Background: an optimization exercise with open tools, aiming at small area, a short achievable clock period and few clock cycles. Do not read the settings as production practice.
Only simulation tests tie the RTL to the original design; equivalence was not proved.
Power and IR drop assume default switching activity.

Design gather_along_axis_address_gen, start of the top module:
module gather_along_axis_address_gen #(
  parameter int RANK           = 4,
  parameter int AXIS_SIZE_BITS = 16
) (
  input  logic                  clk,
  input  logic                  rst_n,
  input  logic                  cfg_we,
  input  logic [CFG_IDX_W-1:0]  cfg_index,
  input  logic [CFG_W-1:0]      cfg_wdata,
  input  logic                  in_tvalid,
  output logic                  in_tready,
  input  logic [DATA_W-1:0]     in_tdata,    
  output logic                  out_tvalid,
  input  logic                  out_tready,
  output logic [2*DATA_W-1:0]   out_tdata,   
  output logic                  out_tlast
);
Size in the first run: roughly 6300 cells after synthesis, ~740 flip-flops, about 0.060 mm² of cells after synthesis.
export LEC_CHECK = 0
export CAP_MARGIN = 20
export CORE_MARGIN = 2
export CORE_UTILIZATION = 40
export SETUP_SLACK_MARGIN = 5
export SLEW_MARGIN = 20
create_clock -name core_clock -period 10.0 [get_ports {clk}]
standard.sh (not shown) runs the stock make flow with config.mk's settings and CLKGATE_MAP_FILE= SYNTH_SCRIPT=/design/flow/synth_recipe.tcl, a recipe that flattens the netlist after the stock synthesis.
==> flow/flow/run.sh <==
#!/bin/bash
# The standard layout (the standard.sh, the standard synthesis unchanged), with the
# port buffers made of the smallest plain buffer instead of the default delay buffer.
# make's output goes to standard.log; each ORFS step keeps its own log under orfs/logs/.
set -euo pipefail
bash standard.sh "BUFFER_PORTS_ARGS=-buffer_cell sky130_fd_sc_hd__buf_1" finish > standard.log 2>&1
The starting point went through all stages and came out clean.
Testbench counts at the start, summed over its fixed seeds: cycles 10,978.
Change:
==> flow/run.sh (new file) <==
#!/bin/bash
# synth_recipe.tcl (not shown) runs the flow's synth.tcl, then flattens the netlist and writes it again
# the make line also repeats each setting of config.mk as NAME=value (left out here)
make -C /OpenROAD-flow-scripts/flow DESIGN_CONFIG=/design/flow/config.mk WORK_HOME=/design/flow/orfs CLKGATE_MAP_FILE= SYNTH_SCRIPT=/design/flow/synth_recipe.tcl finish
- CTS_CLUSTER_DIAMETER: not set -> 200
- CTS_CLUSTER_SIZE: not set -> 12
removed: flow/flow/run.sh
removed: flow/standard.sh
- sequential power stays flat
- global-route usage came out higher by 0.17 points
- cell area came out higher by 1.2%
- worst setup slack is about the same
- critical path depth stays the same
- synthesized area does not change
Change:
==> flow/flow/run.sh (new file) <==
#!/bin/bash
# The standard layout (the standard.sh, the standard synthesis unchanged), with the
# port buffers made of the smallest plain buffer instead of the default delay buffer.
# make's output goes to standard.log; each ORFS step keeps its own log under orfs/logs/.
set -euo pipefail
bash standard.sh "BUFFER_PORTS_ARGS=-buffer_cell sky130_fd_sc_hd__buf_1" finish > standard.log 2>&1
==> flow/standard.sh (new file) <==
#!/bin/bash
# synth_recipe.tcl (not shown) runs the flow's synth.tcl, then flattens the netlist and writes it again
# the make line also repeats each setting of config.mk as NAME=value (left out here)
make -C /OpenROAD-flow-scripts/flow DESIGN_CONFIG=/design/flow/config.mk WORK_HOME=/design/flow/orfs CLKGATE_MAP_FILE= SYNTH_SCRIPT=/design/flow/synth_recipe.tcl "${@:-finish}"
- CTS_CLUSTER_DIAMETER: 200 -> 250
- CTS_CLUSTER_SIZE: 12 -> 16
removed: flow/run.sh
What happened:
- cell area goes down by a few percent
- die area is unchanged
- sequential power barely changes
- area after synthesis stays the same
- global-route usage drops by 0.36 points
- hold slack barely changes
- utilization drops by 1.5 points
- final cell count stays flat
- routed wire length went down slightly
- worst setup slack got worse by 0.014 ns
Change:
==> flow/run.sh (new file) <==
#!/bin/bash
# synth_recipe.tcl (not shown) runs the flow's synth.tcl, then flattens the netlist and writes it again
# the make line also repeats each setting of config.mk as NAME=value (left out here)
make -C /OpenROAD-flow-scripts/flow DESIGN_CONFIG=/design/flow/config.mk WORK_HOME=/design/flow/orfs CLKGATE_MAP_FILE= SYNTH_SCRIPT=/design/flow/synth_recipe.tcl finish
- CTS_CLUSTER_DIAMETER: 250 -> not set
- CTS_CLUSTER_SIZE: 16 -> not set
removed: flow/flow/run.sh
removed: flow/standard.sh
- The changed run completed without violations
- worst setup slack improves by 0.016 ns
- register-to-register slack is about the same
- die area is unchanged
- first-iteration DRC count goes down by roughly a tenth
- non-clock buffer count goes down by 3
- cell area went up by a few percent
- core utilization rises by 2.1 points

==> separate check: timing with driven ports <==
Ports are ideal in the flow. The routed layouts listed here were re-timed in OpenROAD.
Step 1 assumes that a clkbuf_16 drives the clock port and a buf_2 every other input.
Step 2 adds t to the input delays and takes it off the output delays; t is the mean of the earliest and latest rising clock arrival at the registers after step 1. Input paths then give back, and output paths get back, about the clock's delay inside the block.
a / b / c = ideal ports / drivers / drivers and shift; a / b = the first two.
run	shift t [ns]	setup WS [ns]	clock arrival spread, ns	slew at the worst register clock pin (ns)
the first run	0.808	5.048 / 5.026 / 4.437	0.052 / 0.052	0.06 / 0.06
the second run	0.756	5.049 / 5.027 / 4.412	0.046 / 0.046	0.10 / 0.10
the third run	0.784	5.036 / 5.014 / 4.458	0.066 / 0.067	0.12 / 0.12
the fourth run	0.788	5.052 / 5.034 / 4.380	0.039 / 0.039	0.07 / 0.07
After both steps setup and hold are still met in every run listed. The setup slack of the fourth run, which loses most, moves by -0.018 ns with the drivers and by -0.672 ns with both steps.
